Source: an optimization exercise on an open RTL-to-GDS flow (aim: small area, a short achievable clock period and few clock cycles per item). Production flows keep margins and buffers that such runs may drop.
At most, simulation tests tie the RTL to the original design; equivalence was not proved.
No activity file was given, so power comes from the tool's default toggle rates.

## job 595
==> module polygon_convexity_check, before the edit <==
module polygon_convexity_check #(
  parameter int COORD_WIDTH = 16
) (
  input  logic                          clk,
  input  logic                          rst,
  input  logic                          vertex_valid,
  output logic                          vertex_ready,
  input  logic signed [COORD_WIDTH-1:0] vertex_x,
  input  logic signed [COORD_WIDTH-1:0] vertex_y,
  input  logic                          last_vertex,
  output logic                          result_valid,
  input  logic                          result_ready,
  output logic                          is_convex,
  output logic                          too_few
);
  localparam int DW     = COORD_WIDTH + 1;
  localparam int QDEPTH = 4;
  logic [COORD_WIDTH-1:0] prev_x, prev_y;      
  logic [COORD_WIDTH-1:0] first_x, first_y;    
  logic [DW-1:0]          e0_x, e0_y;          
  logic [1:0]             seen;                
  logic                   close1, close2;      
  logic                   few1, few2;          
  logic [53:0]   a_enc;         
  logic [53:0]   a_enc_next;
  logic [DW-1:0] a_src_x, a_src_y;
  logic [DW-1:0] b_x, b_y;
  logic          xv, xfirst, xend, xfew;
  logic          yv, yfirst, yend, yfew;
  logic          zv, zfirst, zend, zfew, zpos;
  logic          pos;
  logic          seen_pos, seen_neg;
  logic [QDEPTH-1:0] qv, qc, qf;
  logic [2:0] outstanding;
  logic              ready_q;
  logic          fire, pop, load, push, push_c, push_f;
  logic [DW-1:0] sub_x, sub_y, e_x, e_y;
  assign vertex_ready = ready_q;
  assign fire         = vertex_valid && ready_q && !rst;
  assign pop          = qv[0] && result_ready;
  assign sub_x = close1 ? {first_x[COORD_WIDTH-1], first_x} : {vertex_x[COORD_WIDTH-1], vertex_x};
  assign sub_y = close1 ? {first_y[COORD_WIDTH-1], first_y} : {vertex_y[COORD_WIDTH-1], vertex_y};
  pcc_sub u_sub_x (.a({prev_x[COORD_WIDTH-1], prev_x}), .b(sub_x), .d(e_x));
  pcc_sub u_sub_y (.a({prev_y[COORD_WIDTH-1], prev_y}), .b(sub_y), .d(e_y));
  assign a_src_x = (fire && seen == 2'd2) ? e0_x : b_x;
  assign a_src_y = (fire && seen == 2'd2) ? e0_y : b_y;
  pcc_booth_enc u_enc (
    .x   (a_src_x),
    .y   (a_src_y),
    .enc (a_enc_next)
  );
  assign load = (fire && seen[1]) || close1 || close2;
  always_ff @(posedge clk) begin
    if (rst) begin
      seen   <= 2'd0;
      close1 <= 1'b0;
      close2 <= 1'b0;
      few1   <= 1'b0;
      few2   <= 1'b0;
    end else begin
      if (fire) begin
        if (last_vertex)     seen <= 2'd0;
        else if (seen != 3)  seen <= seen + 2'd1;
      end
      close1 <= fire && last_vertex && seen[1];
      close2 <= close1;
      few1   <= fire && last_vertex && !seen[1];
      few2   <= few1;
    end
    if (fire) begin
      prev_x <= vertex_x;
      prev_y <= vertex_y;
    end
    if (fire && seen == 2'd0) begin
      first_x <= vertex_x;
      first_y <= vertex_y;
    end
    if (fire && seen == 2'd1) begin
      e0_x <= e_x;
      e0_y <= e_y;
    end
    if (load) begin
      a_enc <= a_enc_next;
      b_x <= close2 ? e0_x : e_x;
      b_y <= close2 ? e0_y : e_y;
    end
  end
  always_ff @(posedge clk) begin
    if (rst) begin
      xv <= 1'b0; xfew <= 1'b0;
      yv <= 1'b0; yfew <= 1'b0;
      zv <= 1'b0; zfew <= 1'b0;
    end else begin
      xv <= load;  xfew <= few2;
      yv <= xv;    yfew <= xfew;
      zv <= yv;    zfew <= yfew;
    end
    xfirst <= fire && seen == 2'd2;
    xend   <= close2;
    yfirst <= xfirst;
    yend   <= xend;
    zfirst <= yfirst;
    zend   <= yend;
    zpos   <= pos;
  end
  pcc_cross u_cross (
    .clk (clk),
    .aenc(a_enc),
    .bx  (b_x),
    .by  (b_y),
    .pos (pos)
  );
  logic sp_next, sn_next;
  assign sp_next = (seen_pos && !zfirst) || zpos;
  assign sn_next = (seen_neg && !zfirst) || !zpos;
  always_ff @(posedge clk) begin
    if (zv) begin
      seen_pos <= sp_next;
      seen_neg <= sn_next;
    end
  end
  assign push   = (zv && zend) || zfew;
  assign push_c = !zfew && !(sp_next && sn_next);
  assign push_f = zfew;
  logic [QDEPTH-1:0] q_wr, q_shv, q_shc, q_shf;
  logic [2:0] outstanding_next;
  always_comb begin
    for (int i = 0; i < QDEPTH; i++) begin
      q_shv[i] = pop ? ((i + 1 < QDEPTH) ? qv[i+1] : 1'b0) : qv[i];
      q_shc[i] = pop ? ((i + 1 < QDEPTH) ? qc[i+1] : 1'b0) : qc[i];
      q_shf[i] = pop ? ((i + 1 < QDEPTH) ? qf[i+1] : 1'b0) : qf[i];
    end
    for (int i = 0; i < QDEPTH; i++) begin
      q_wr[i] = push && !q_shv[i] && ((i == 0) || q_shv[i-1]);
    end
    outstanding_next = outstanding + (fire && last_vertex) - pop;
  end
  always_ff @(posedge clk) begin
    if (rst) begin
      qv          <= '0;
      outstanding <= '0;
      ready_q     <= 1'b1;
    end else begin
      qv          <= q_shv | q_wr;
      outstanding <= outstanding_next;
      ready_q     <= outstanding_next < QDEPTH;
    end
    for (int i = 0; i < QDEPTH; i++) begin
      qc[i] <= q_wr[i] ? push_c : q_shc[i];
      qf[i] <= q_wr[i] ? push_f : q_shf[i];
    end
  end
  assign result_valid = qv[0];
  assign is_convex    = qc[0];
  assign too_few      = qf[0];
endmodule
export LEC_CHECK = 0
export ABC_AREA = 1
export CAP_MARGIN = 20
export CORE_MARGIN = 2
export CORE_UTILIZATION = 40
export CTS_CLUSTER_DIAMETER = 80
export CTS_CLUSTER_SIZE = 30
export PLACE_DENSITY = 0.6
export SETUP_SLACK_MARGIN = 4.0
export SLEW_MARGIN = 20
create_clock -name core_clock -period 7.5 [get_ports {clk}]
standard.sh (not shown) runs the stock make flow with config.mk's settings and CLKGATE_MAP_FILE= SYNTH_SCRIPT=/design/flow/synth_recipe.tcl, a recipe that flattens the netlist after the stock synthesis.
==> flow/flow/run.sh <==
#!/bin/bash
# Layout flow: the standard flow (standard.sh) unchanged except for one step in
# synthesis. Before Yosys's fine-grained synthesis runs ABC, the adder trees of the RTL
# (plain XOR / majority gates) are mapped to full- and half-adder cells, so ABC cannot
# restructure them first; extracting them afterwards leaves inverters between the adder
# cells. Everything else, including the registers, is the standard synthesis.
set -euo pipefail
HERE=$(pwd)
FL=$HERE/flow

# synthesis script: ORFS's synth.tcl with the early adder extraction inserted
python3 - "$FLOW_HOME/scripts/synth.tcl" "$HERE/synth_fa.tcl" <<'PYEOF'
import sys
src = open(sys.argv[1]).read()
anchor = """if {
  [env_var_exists_and_non_empty SYNTH_WRAPPED_OPERATORS] ||
  [env_var_exists_and_non_empty SWAP_ARITH_OPERATORS]
} {
  source $::env(SCRIPTS_DIR)/synth_wrap_operators.tcl
} else {"""
early = """# early full-adder extraction (this flow's only change to synthesis)
opt -fast -full
memory_map
opt -full
techmap -map +/techmap.v -map $::env(FLOW_HOME)/platforms/common/lcu_kogge_stone.v
opt -fast
extract_fa {*}[dont_use_extract_fa_args]
techmap -map $::env(ADDER_MAP_FILE)
opt -fast

"""
assert src.count(anchor) == 1, "synth.tcl anchor not found"
open(sys.argv[2], "w").write(src.replace(anchor, early + anchor))
PYEOF
# The standard flow's synthesis wrapper, sourcing the script above instead of synth.tcl
sed "s|\$::env(SCRIPTS_DIR)/synth.tcl|$HERE/synth_fa.tcl|" synth_recipe.tcl > synth_recipe_fa.tcl
grep -q "synth_fa.tcl" synth_recipe_fa.tcl
# standard.sh with that synthesis wrapper, for the synth target only
sed "s|SYNTH_SCRIPT=[^ ]*|SYNTH_SCRIPT=$HERE/synth_recipe_fa.tcl|" standard.sh > standard_fa.sh
grep -q "synth_recipe_fa.tcl" standard_fa.sh

bash standard_fa.sh synth > synth.log 2>&1
bash standard.sh finish > finish.log 2>&1
Testbench counts of job 595, summed over its fixed seeds: cycles 59,325, items 59,266.
--- input diff job 595..job 1408 ---
--- a/flow/design.v
+++ b/flow/design.v
@@ -90,12 +90,12 @@
     end
     if (fire && seen == 2'd1) begin
       e0_x <= e_x;
       e0_y <= e_y;
     end
+    a_enc <= a_enc_next;
     if (load) begin
-      a_enc <= a_enc_next;
       b_x <= close2 ? e0_x : e_x;
       b_y <= close2 ? e0_y : e_y;
     end
   end
   always_ff @(posedge clk) begin
### Flow results
The lower total of clock buffers placed in the layout of job 1408 and job 595 is in job 595.
Re number of flops mapped to enable cells by yosys: job 595 was higher than job 1408.
In job 1408 relative to job 595, synthesized area had gone down by a few percent.
On area occupied by registers: job 1408 sits below job 595.
Proportion of power drawn by flip-flops and latches: lower on job 1408
Per the comparison of job 1408 with job 595, overall power after layout up 57%, maximum frequency up 0.66%, proportion of layout cells with a drive suffix above 1 down 2.3 points, power share of the combinational group up 25 points.
Against job 595, job 1408 comes in about 1.4% lower on final weighted congestion in routability-driven placement.
Sequential share of layout area sits lower in job 1408 than in job 595.
Measured against each other, job 1408 and job 595 differ in setup slack, the higher figure coming from job 1408.
Function not checked in job 1408: the RTL went through the layout flow alone.

* * *

Another version of the RTL of polygon_convexity_check (not shown whole).
For scale: about 27000 µm² of cells after synthesis.
==> module polygon_convexity_check, before the edit <==
module polygon_convexity_check #(
  parameter int COORD_WIDTH = 16
) (
  input  logic                          clk,
  input  logic                          rst,
  input  logic                          vertex_valid,
  output logic                          vertex_ready,
  input  logic signed [COORD_WIDTH-1:0] vertex_x,
  input  logic signed [COORD_WIDTH-1:0] vertex_y,
  input  logic                          last_vertex,
  output logic                          result_valid,
  input  logic                          result_ready,
  output logic                          is_convex,
  output logic                          too_few
);
  localparam int DW     = COORD_WIDTH + 1;
  localparam int QDEPTH = 4;
  logic [COORD_WIDTH-1:0] prev_x, prev_y;      
  logic [COORD_WIDTH-1:0] first_x, first_y;    
  logic [DW-1:0]          e0_x, e0_y;          
  logic [1:0]             seen;                
  logic                   close1, close2;      
  logic                   few1, few2;          
  logic [53:0]   a_enc;         
  logic [53:0]   a_enc_next;
  logic [DW-1:0] a_src_x, a_src_y;
  logic [DW-1:0] b_x, b_y;
  logic          xv, xfirst, xend, xfew;
  logic          yv, yfirst, yend, yfew;
  logic          wv, wfirst, wend, wfew;
  logic          pos;
  logic          seen_pos, seen_neg;
  logic [QDEPTH-1:0] qv, qc, qf;
  logic [2:0] outstanding;
  logic              ready_q;
  logic          fire, pop, load, push, push_c, push_f;
  logic [DW-1:0] sub_x, sub_y, e_x, e_y;
  assign vertex_ready = ready_q;
  assign fire         = vertex_valid && ready_q && !rst;
  assign pop          = qv[0] && result_ready;
  assign sub_x = close1 ? {first_x[COORD_WIDTH-1], first_x} : {vertex_x[COORD_WIDTH-1], vertex_x};
  assign sub_y = close1 ? {first_y[COORD_WIDTH-1], first_y} : {vertex_y[COORD_WIDTH-1], vertex_y};
  assign e_x   = {prev_x[COORD_WIDTH-1], prev_x} - sub_x;
  assign e_y   = {prev_y[COORD_WIDTH-1], prev_y} - sub_y;
  assign a_src_x = (fire && seen == 2'd2) ? e0_x : b_x;
  assign a_src_y = (fire && seen == 2'd2) ? e0_y : b_y;
  pcc_booth_enc u_enc (
    .x   (a_src_x),
    .y   (a_src_y),
    .enc (a_enc_next)
  );
  assign load = (fire && seen[1]) || close1 || close2;
  always_ff @(posedge clk) begin
    if (rst) begin
      seen   <= 2'd0;
      close1 <= 1'b0;
      close2 <= 1'b0;
      few1   <= 1'b0;
      few2   <= 1'b0;
    end else begin
      if (fire) begin
        if (last_vertex)     seen <= 2'd0;
        else if (seen != 3)  seen <= seen + 2'd1;
      end
      close1 <= fire && last_vertex && seen[1];
      close2 <= close1;
      few1   <= fire && last_vertex && !seen[1];
      few2   <= few1;
    end
    if (fire) begin
      prev_x <= vertex_x;
      prev_y <= vertex_y;
    end
    if (fire && seen == 2'd0) begin
      first_x <= vertex_x;
      first_y <= vertex_y;
    end
    if (fire && seen == 2'd1) begin
      e0_x <= e_x;
      e0_y <= e_y;
    end
    a_enc <= a_enc_next;
    if (load) begin
      b_x <= close2 ? e0_x : e_x;
      b_y <= close2 ? e0_y : e_y;
    end
  end
  always_ff @(posedge clk) begin
    if (rst) begin
      xv <= 1'b0; xfew <= 1'b0;
      yv <= 1'b0; yfew <= 1'b0;
      wv <= 1'b0; wfew <= 1'b0;
    end else begin
      xv <= load;  xfew <= few2;
      yv <= xv;    yfew <= xfew;
      wv <= yv;    wfew <= yfew;
    end
    xfirst <= fire && seen == 2'd2;
    xend   <= close2;
    yfirst <= xfirst;
    yend   <= xend;
    wfirst <= yfirst;
    wend   <= yend;
  end
  pcc_cross u_cross (
    .clk (clk),
    .aenc(a_enc),
    .bx  (b_x),
    .by  (b_y),
    .pos (pos)
  );
  logic sp_next, sn_next;
  assign sp_next = (seen_pos && !wfirst) || pos;
  assign sn_next = (seen_neg && !wfirst) || !pos;
  always_ff @(posedge clk) begin
    if (wv) begin
      seen_pos <= sp_next;
      seen_neg <= sn_next;
    end
  end
  assign push   = (wv && wend) || wfew;
  assign push_c = !wfew && !(sp_next && sn_next);
  assign push_f = wfew;
  logic [QDEPTH-1:0] q_wr, q_shv, q_shc, q_shf;
  logic [2:0] outstanding_next;
  always_comb begin
    for (int i = 0; i < QDEPTH; i++) begin
      q_shv[i] = pop ? ((i + 1 < QDEPTH) ? qv[i+1] : 1'b0) : qv[i];
      q_shc[i] = pop ? ((i + 1 < QDEPTH) ? qc[i+1] : 1'b0) : qc[i];
      q_shf[i] = pop ? ((i + 1 < QDEPTH) ? qf[i+1] : 1'b0) : qf[i];
    end
    for (int i = 0; i < QDEPTH; i++) begin
      q_wr[i] = push && !q_shv[i] && ((i == 0) || q_shv[i-1]);
    end
    outstanding_next = outstanding + (fire && last_vertex) - pop;
  end
  always_ff @(posedge clk) begin
    if (rst) begin
      qv          <= '0;
      outstanding <= '0;
      ready_q     <= 1'b1;
    end else begin
      qv          <= q_shv | q_wr;
      outstanding <= outstanding_next;
      ready_q     <= outstanding_next < QDEPTH;
    end
    for (int i = 0; i < QDEPTH; i++) begin
      qc[i] <= q_wr[i] ? push_c : q_shc[i];
      qf[i] <= q_wr[i] ? push_f : q_shf[i];
    end
  end
  assign result_valid = qv[0];
  assign is_convex    = qc[0];
  assign too_few      = qf[0];
endmodule
export LEC_CHECK = 0
export ABC_AREA = 1
export CAP_MARGIN = 20
export CORE_MARGIN = 2
export CORE_UTILIZATION = 40
export CTS_CLUSTER_DIAMETER = 80
export CTS_CLUSTER_SIZE = 30
export PLACE_DENSITY = 0.6
export SETUP_SLACK_MARGIN = 4.6
export SLEW_MARGIN = 20
create_clock -name core_clock -period 7.5 [get_ports {clk}]
Scripts as last shown in full above: flow/flow/run.sh
The first run completed with no timing, DRC or antenna violations.
Rerun with:
--- a/flow/design.v
+++ b/flow/design.v
@@ -24,13 +24,13 @@
   output logic                          result_valid,
   input  logic                          result_ready,
   output logic                          is_convex,
   output logic                          too_few
 );
   localparam int DW     = COORD_WIDTH + 1;
-  localparam int QDEPTH = 4;
+  localparam int QDEPTH = 5;
   logic [COORD_WIDTH-1:0] prev_x, prev_y;      
   logic [COORD_WIDTH-1:0] first_x, first_y;    
   logic [DW-1:0]          e0_x, e0_y;          
   logic [1:0]             seen;                
   logic                   close1, close2;      
   logic                   few1, few2;          
@@ -38,12 +38,13 @@
   logic [53:0]   a_enc_next;
   logic [DW-1:0] a_src_x, a_src_y;
   logic [DW-1:0] b_x, b_y;
   logic          xv, xfirst, xend, xfew;
   logic          yv, yfirst, yend, yfew;
   logic          wv, wfirst, wend, wfew;
+  logic          zv, zfirst, zend, zfew, zpos;
   logic          pos;
   logic          seen_pos, seen_neg;
   logic [QDEPTH-1:0] qv, qc, qf;
   logic [2:0] outstanding;
   logic              ready_q;
   logic          fire, pop, load, push, push_c, push_f;
@@ -100,43 +101,48 @@
   end
   always_ff @(posedge clk) begin
     if (rst) begin
       xv <= 1'b0; xfew <= 1'b0;
       yv <= 1'b0; yfew <= 1'b0;
       wv <= 1'b0; wfew <= 1'b0;
+      zv <= 1'b0; zfew <= 1'b0;
     end else begin
       xv <= load;  xfew <= few2;
       yv <= xv;    yfew <= xfew;
       wv <= yv;    wfew <= yfew;
+      zv <= wv;    zfew <= wfew;
     end
     xfirst <= fire && seen == 2'd2;
     xend   <= close2;
     yfirst <= xfirst;
     yend   <= xend;
     wfirst <= yfirst;
     wend   <= yend;
+    zfirst <= wfirst;
+    zend   <= wend;
+    zpos   <= pos;
   end
   pcc_cross u_cross (
     .clk (clk),
     .aenc(a_enc),
     .bx  (b_x),
     .by  (b_y),
     .pos (pos)
   );
   logic sp_next, sn_next;
-  assign sp_next = (seen_pos && !wfirst) || pos;
-  assign sn_next = (seen_neg && !wfirst) || !pos;
+  assign sp_next = (seen_pos && !zfirst) || zpos;
+  assign sn_next = (seen_neg && !zfirst) || !zpos;
   always_ff @(posedge clk) begin
-    if (wv) begin
+    if (zv) begin
       seen_pos <= sp_next;
       seen_neg <= sn_next;
     end
   end
-  assign push   = (wv && wend) || wfew;
-  assign push_c = !wfew && !(sp_next && sn_next);
-  assign push_f = wfew;
+  assign push   = (zv && zend) || zfew;
+  assign push_c = !zfew && !(sp_next && sn_next);
+  assign push_f = zfew;
   logic [QDEPTH-1:0] q_wr, q_shv, q_shc, q_shf;
   logic [2:0] outstanding_next;
   always_comb begin
     for (int i = 0; i < QDEPTH; i++) begin
       q_shv[i] = pop ? ((i + 1 < QDEPTH) ? qv[i+1] : 1'b0) : qv[i];
       q_shc[i] = pop ? ((i + 1 < QDEPTH) ? qc[i+1] : 1'b0) : qc[i];
What happened: First-iteration DRC count rises by 0.78%; sequential power is higher by about 2%; non-clock buffer count climbs by 17; utilization shrinks by 0.36 points; clock power barely changes; cell count rises by 3.8%; hold slack hardly moves; area after synthesis rose by 1.5%; cell area climbs by 1.2%; setup slack improves by 0.013 ns; via count rose by 3.1%; synthesized cell count rises by 4.3%; total power hardly moves.
Testbench counts after the change, summed over its fixed seeds: cycles 59,322, items 59,266.
No functional check of the RTL was part of the first run of this note.

re-timing with driven ports:
The flow's constraints put no driver on any port. The routed layouts listed below were extracted and timed again, unchanged, in two steps. Step 1 assumes that a clkbuf_16 drives the clock port and a buf_2 every other input. Step 2, shift: input delay + t, output delay - t, t = (earliest + latest rising clock arrival at the registers) / 2. This alone moves slack from input paths to output paths. Slacks: ideal / step 1 / step 2; pairs: ideal / step 1.
run | t, ns | setup slack, ns | worst hold slack (ns) | worst setup path after step 2 | pins driven straight from the clock port
job 595 | 0.633 | 3.997 / 3.997 / 3.498 | 0.337 / 0.337 / 0.337 | input to register | 1
job 1408 | 0.639 | 4.020 / 4.020 / 3.506 | 0.335 / 0.335 / 0.335 | input to register | 1
the first run of note 2 | 0.665 | 4.585 / 4.585 / 3.970 | 0.334 / 0.334 / 0.334 | input to register | 1
the second run of note 2 | 0.661 | 4.598 / 4.598 / 4.040 | 0.336 / 0.336 / 0.336 | input to register | 1
After both steps every run listed still meets setup and hold. For the first run of note 2, which loses most, drivers alone change the setup slack by 0.000 ns; drivers and shift together by -0.615 ns.
